This is an optimization exercise on Yosys and OpenROAD, whose aim is small area, not a production implementation.
Where RTL was checked, it was by simulation tests only, not by an equivalence proof against the original.
No activity file was given, so power comes from the tool's default toggle rates.

== rev 12 ==
==> flow/design.v (excerpt) <==
module bomber_top
(
	input  logic        clk,
	input  logic        rst,
	input  logic [11:0] paddr_i,
	input  logic        psel_i,
	input  logic        penable_i,
	input  logic        pwrite_i,
	input  logic [31:0] pwdata_i,
	output logic [31:0] prdata_o,
	output logic        pready_o,
	output logic        pslverr_o
);
Size in the first run: about 83 I/O pins.
Settings: LEC_CHECK=0, ABC_AREA=1, CAP_MARGIN=20, CORE_MARGIN=2, CORE_UTILIZATION=30, CTS_BUF_LIST=sky130_fd_sc_hd__clkbuf_8, SLEW_MARGIN=20; clock period 12.0 ns.
standard.sh (not shown) runs the stock make flow with config.mk's settings and CLKGATE_MAP_FILE= SYNTH_SCRIPT=/design/flow/synth_recipe.tcl, a recipe that flattens the netlist after the stock synthesis.
==> flow/flow/run.sh <==
#!/bin/bash
set -euo pipefail
here=$(pwd)
{
	head -n 1 synth_recipe.tcl
	cat <<EOT
proc extract_fa {args} { }
proc abc {args} {
  set i [lsearch \$args -script]
  if {\$i >= 0} { set args [lreplace \$args \$i [expr {\$i + 1}] -script $here/flow/area.abc] }
  yosys abc {*}\$args
}
EOT
	tail -n +2 synth_recipe.tcl
} > area_synth.tcl
sed "s#SYNTH_SCRIPT=[^ ]*#SYNTH_SCRIPT=$here/area_synth.tcl#" standard.sh > area_standard.sh
grep -q "SYNTH_SCRIPT=$here/area_synth.tcl" area_standard.sh
bash area_standard.sh > flow.log 2>&1
==> flow/flow/area.abc <==
strash
&get -n
&fraig -x
&put
scorr
dc2
dretime
strash
&get -n
&dch -f
&nf -R 1000 -p
&put
strash
&get -n
&dch -f
&nf -R 1000 -p
&put
diff inputs: rev 12 => rev 13
--- a/flow/design.v
+++ b/flow/design.v
@@ -49,24 +49,21 @@
 	endfunction
 	logic       cmd_v;
 	logic       cmd_sel;
 	logic [2:0] cmd_op;
 	logic       breq;
 	logic       bsel;
 	logic [3:0] pr [2];
 	logic [3:0] pc [2];
 	logic       dead [2];
 	logic [1:0] dcnt [2];
-	logic [2:0] tm_hi [4];
-	logic [3:0] tm_lo [4];
 	logic [6:0] tm [4];
-	always_comb for (int j = 0; j < 4; j++) tm[j] = {tm_hi[j], tm_lo[j]};
 	logic [3:0] sr [4];
 	logic [3:0] sc [4];
 	logic       sbh [4];
 	logic       sbu [4];
 	logic       sbd [4];
 	logic [2:0] pcode [2][4];    
 	logic [2:0] ccode [4][4];    
 	logic [8:0] box6;    
 	logic [4:0] box5;    
 	logic vis [4], live [4], idle [4], fuse [4], fexp [4], cap [4];
@@ -226,47 +223,36 @@
 		grant[3] = breq &  bsel & !idle[2] & idle[3];
 		for (int i = 0; i < 4; i++)
 			chain[i] = 1'b0;
 		for (int i = 0; i < 4; i++) begin
 			for (int j = i + 1; j < 4; j++) begin
 				chain[i] = chain[i] | (vis[j] & dec(ccode[i][j], open[j]));
 				chain[j] = chain[j] | (vis[i] & dec(flip(ccode[i][j]), open[i]));
 			end
 		end
 	end
-	logic [6:0] tm_d [4];
-	always_comb begin
-		for (int j = 0; j < 4; j++) begin
-			if (grant[j])
-				tm_d[j] = T_GRANT;
-			else if (fuse[j] && chain[j])
-				tm_d[j] = T_CAP;
-			else if (tm[j] != 7'd0)
-				tm_d[j] = tm[j] - 7'd1;
-			else
-				tm_d[j] = tm[j];
-		end
-	end
 	always_ff @(posedge clk or posedge rst) begin
 		if (rst) begin
 			for (int j = 0; j < 4; j++)
-				tm_hi[j] <= 3'd0;
+				tm[j] <= 7'd0;
 		end else begin
-			for (int j = 0; j < 4; j++)
-				tm_hi[j] <= tm_d[j][6:4];
+			for (int j = 0; j < 4; j++) begin
+				if (grant[j])
+					tm[j] <= T_GRANT;
+				else if (fuse[j] && chain[j])
+					tm[j] <= T_CAP;
+				else if (tm[j] != 7'd0)
+					tm[j] <= tm[j] - 7'd1;
+			end
 		end
 	end
 	always_ff @(posedge clk) begin
-		for (int j = 0; j < 4; j++)
-			tm_lo[j] <= tm_d[j][3:0];
-	end
-	always_ff @(posedge clk) begin
 		for (int j = 0; j < 4; j++) begin
 			if (grant[j]) begin
 				sr[j] <= bsel ? pr[1] : pr[0];
 				sc[j] <= bsel ? pc[1] : pc[0];
 			end
 			if (!vis[j]) begin
 				sbh[j] <= ((sc[j] == 4'd4 || sc[j] == 4'd6) && |(rowhot[j] & {box5[4], 1'b0, box5[3], 1'b0, box5[2], 1'b0, box5[1], 1'b0, box5[0]})) ||
 				          ((sc[j] == 4'd5 || sc[j] == 4'd7) && |(rowhot[j] & box6));
 				sbu[j] <= (sc[j] == 4'd6) && |(rowhot[j][8:1] & box6[7:0]);
 				sbd[j] <= (sc[j] == 4'd6) && |(rowhot[j][7:0] & box6[8:1]);
Findings:
- Between rev 12 and rev 13, part of the power in the clock network is higher for rev 12, rev 13 comes in under that.
- Count of multi-input combinational gates on rev 13 is up relative to rev 12.
- Taking rev 12 as the reference, in rev 13 portion of total power attributed to combinational logic increased 9.6 points; met3 layer wire length in the routed design increased about 6%.
- Share of cell area taken by muxes after synthesis for rev 13: 1.5 points down relative to rev 12
- Looking at worst setup slack across both flows, rev 13 is the stronger of the two, with rev 12 trailing.
- Final cell area: rev 13 below rev 12
- Rev 13 went all the way through synthesis, placement and routing and the layout is clean on timing, DRC and antenna.
- Rev 12 completed end to end with timing, DRC and antenna clean.
- Max routed length per instance across rev 12 and rev 13: rev 13
- Against rev 12, synthesized area per cell in rev 13 fell by a few percent.
The RTL of rev 13 was laid out without a check of its function.

==> separate check: timing with driven ports <==
In the flow no input, the clock included, has a driving cell. The finished layouts below were timed again as built, in two steps. Step 1: set_driving_cell puts a clkbuf_16 on clk and a buf_2 on each other input, an assumption about the parent block. Step 2 adds t to the input delays and takes it off the output delays; t is the mean of the earliest and latest rising clock arrival at the registers after step 1. Input paths then give back, and output paths get back, about the clock's delay inside the block. a / b / c = ideal / step 1 / step 2; a / b = the first two.
run | t, ns | setup WS [ns] | clock arrival spread, ns | worst register clock-pin slew, ns
rev 12 | 0.526 | 0.984 / 0.960 / 0.960 | 0.033 / 0.033 | 0.12 / 0.12
rev 13 | 0.539 | 1.055 / 1.033 / 1.033 | 0.026 / 0.026 | 0.11 / 0.11
After both steps setup and hold are still met in every run listed. For rev 12, which loses most, drivers alone change the setup slack by -0.024 ns; drivers and shift together by -0.024 ns.
